From an optimization exercise on the open Yosys and OpenROAD flow, aimed at small area; shortcuts taken in it are not production practice.
Function was checked by simulation only, so behaviour that the tests miss may differ from the original.
Power figures rest on the tool's default switching activity, not on a simulated workload.

==> flow/design.v <==
module trace_frame_rx (
    input  logic         clk,
    input  logic         rst,
    input  logic         rx_dv,
    input  logic [7:0]   rx_byte,
    output logic [127:0] pt,
    output logic [127:0] key,
    output logic [127:0] ct,
    output logic         smp_we,
    output logic [9:0]   smp_addr,
    output logic [7:0]   smp_data,
    output logic         mark_found,
    output logic [9:0]   mark_idx,
    output logic         frame_valid,
    output logic         frame_err,
    output logic         busy,
    output logic [15:0]  frame_count
);
    localparam logic [10:0] POS_FIRST = 11'd976;    
    localparam logic [10:0] POS_LAST  = 11'd2046;   
    localparam logic [16:0] TMO_LAST  = 17'h1FF01;
    logic [10:0]  pos_q;
    logic         busy_q;
    logic [16:0]  tmo_q;          
    logic [383:0] stg_n_q;        
    logic [383:0] txt_n_q;        
    logic         found_q;
    logic [9:0]   idx_q;
    logic         mfound_n_q;
    logic [9:0]   midx_n_q;
    logic         pub_n_q;        
    logic         smp_we_q;
    logic [7:0]   smp_data_q;
    logic         frame_valid_q;
    logic         frame_err_q;
    logic [15:0]  frame_count_q;
    logic [10:0]  pos_inc;
    logic         in_smp, smp_take, hdr_take, last, tmo_hit, is_mark;
    logic         found_d;
    logic [9:0]   idx_d;
    always_comb begin
        pos_inc  = pos_q + 11'd1;
        in_smp   = pos_q[10] | (&pos_q[9:0]);
        smp_take = rx_dv & busy_q & in_smp;
        hdr_take = rx_dv & ~(busy_q & in_smp);
        last     = smp_take & (pos_q == POS_LAST);
        tmo_hit  = busy_q & ~rx_dv & (tmo_q == TMO_LAST);
        is_mark  = (rx_byte == 8'hFF);
        found_d  = in_smp & (found_q | (rx_dv & is_mark));
        idx_d    = found_q ? idx_q : pos_inc[9:0];
    end
    always_ff @(posedge clk or posedge rst) begin
        if (rst) begin
            busy_q        <= 1'b0;
            smp_we_q      <= 1'b0;
            frame_valid_q <= 1'b0;
            frame_err_q   <= 1'b0;
            frame_count_q <= '0;
            pub_n_q       <= 1'b1;
        end else begin
            busy_q        <= busy_q ? ~(last | tmo_hit) : rx_dv;
            smp_we_q      <= smp_take;
            frame_valid_q <= last;
            frame_err_q   <= tmo_hit;
            if (last) begin
                frame_count_q <= frame_count_q + 16'd1;
                pub_n_q       <= 1'b0;
            end
        end
    end
    always_ff @(posedge clk) begin
        pos_q      <= busy_q ? (rx_dv ? pos_inc : pos_q) : POS_FIRST;
        tmo_q      <= rx_dv ? 17'd0 : {tmo_q[15:0], ~(tmo_q[16] ^ tmo_q[13])};
        smp_data_q <= rx_byte;
        found_q    <= found_d;
        idx_q      <= idx_d;
        if (hdr_take) stg_n_q <= {stg_n_q[375:0], ~rx_byte};
        if (last) begin
            txt_n_q    <= stg_n_q;
            mfound_n_q <= ~found_d;
            midx_n_q   <= ~(idx_d & {10{found_d}});
        end
    end
    assign pt          = ~(txt_n_q[383:256] | {128{pub_n_q}});
    assign key         = ~(txt_n_q[255:128] | {128{pub_n_q}});
    assign ct          = ~(txt_n_q[127:0]   | {128{pub_n_q}});
    assign mark_found  = ~(mfound_n_q | pub_n_q);
    assign mark_idx    = ~(midx_n_q | {10{pub_n_q}});
    assign smp_we      = smp_we_q;
    assign smp_addr    = pos_q[9:0];
    assign smp_data    = smp_data_q;
    assign frame_valid = frame_valid_q;
    assign frame_err   = frame_err_q;
    assign busy        = busy_q;
    assign frame_count = frame_count_q;
endmodule
export LEC_CHECK = 0
export CAP_MARGIN = 20
export CORE_MARGIN = 2
export CORE_UTILIZATION = 60
export SLEW_MARGIN = 20
create_clock -name core_clock -period 5.0 [get_ports {clk}]
standard.sh (not shown) runs the stock make flow with config.mk's settings and CLKGATE_MAP_FILE= SYNTH_SCRIPT=/design/flow/synth_recipe.tcl, a recipe that flattens the netlist after the stock synthesis.
==> flow/flow/run.sh <==
#!/bin/bash
# Standard ORFS layout (standard.sh), with the port buffers and the clock tree
# built from smaller cells. The make output goes to flow_make.log; each ORFS
# step writes its own log under orfs/logs/.
set -euo pipefail
export BUFFER_PORTS_ARGS="-buffer_cell sky130_fd_sc_hd__buf_1"
export CTS_ARGS="-sink_clustering_enable -repair_clock_nets -dont_use_dummy_load -sink_clustering_size 16 -sink_clustering_max_diameter 60 -buf_list sky130_fd_sc_hd__clkbuf_8"
bash standard.sh > flow_make.log 2>&1
The starting point ran to the end with no violations.
Change:
--- a/flow/design.v
+++ b/flow/design.v
@@ -19,5 +19,5 @@
     localparam logic [10:0] POS_FIRST = 11'd976;    
     localparam logic [10:0] POS_LAST  = 11'd2046;   
-    localparam logic [16:0] TMO_LAST  = 17'h1FF01;
+    localparam logic [16:0] TMO_LAST  = 17'h0AA01;
     logic [10:0]  pos_q;
     logic         busy_q;
@@ -71,5 +71,5 @@
     always_ff @(posedge clk) begin
         pos_q      <= busy_q ? (rx_dv ? pos_inc : pos_q) : POS_FIRST;
-        tmo_q      <= rx_dv ? 17'd0 : {tmo_q[15:0], ~(tmo_q[16] ^ tmo_q[13])};
+        tmo_q      <= rx_dv ? 17'd0 : {~tmo_q[15:0], tmo_q[16] ^ tmo_q[13]};
         smp_data_q <= rx_byte;
         found_q    <= found_d;
@@ -79,5 +79,5 @@
             txt_n_q    <= stg_n_q;
             mfound_n_q <= ~found_d;
-            midx_n_q   <= ~(idx_d & {10{found_d}});
+            midx_n_q   <= ~idx_d;
         end
     end
@@ -86,5 +86,5 @@
     assign ct          = ~(txt_n_q[127:0]   | {128{pub_n_q}});
     assign mark_found  = ~(mfound_n_q | pub_n_q);
-    assign mark_idx    = ~(midx_n_q | {10{pub_n_q}});
+    assign mark_idx    = ~(midx_n_q | {10{mfound_n_q | pub_n_q}});
     assign smp_we      = smp_we_q;
     assign smp_addr    = pos_q[9:0];
The changed run went through all stages and came out clean; routed wire length drops by a few percent; non-clock buffer count goes down by 7; total power is lower by roughly a tenth; count of clock-buffer cells in the layout stays the same; global-route usage decreases by 0.51 points; setup slack gets better by 74 ps; cell area stays flat; cell count shrinks slightly; register-to-register slack barely changes; area after synthesis stays flat; sequential power is lower by roughly a tenth; synthesized cell count barely changes.

==> port drivers added, routing unchanged <==
In the flow no input, the clock included, has a driving cell. The finished layouts below were timed again as built, in two steps.
Step 1 assumes that a clkbuf_16 drives the clock port and a buf_2 every other input.
Step 2 also shifts input and output timing later by t, the mid clock arrival at the registers, as if the neighbouring blocks saw the same clock.
a / b / c = ideal ports / drivers / drivers and shift; a / b = the first two.
run | t (ns) | slack for setup (ns) | hold WS [ns]
the first run | 0.710 | 1.362 / 1.307 / 1.658 | 0.428 / 0.428 / 0.428
the second run | 0.718 | 1.436 / 1.379 / 1.616 | 0.389 / 0.389 / 0.389
After both steps every run listed still meets setup and hold.
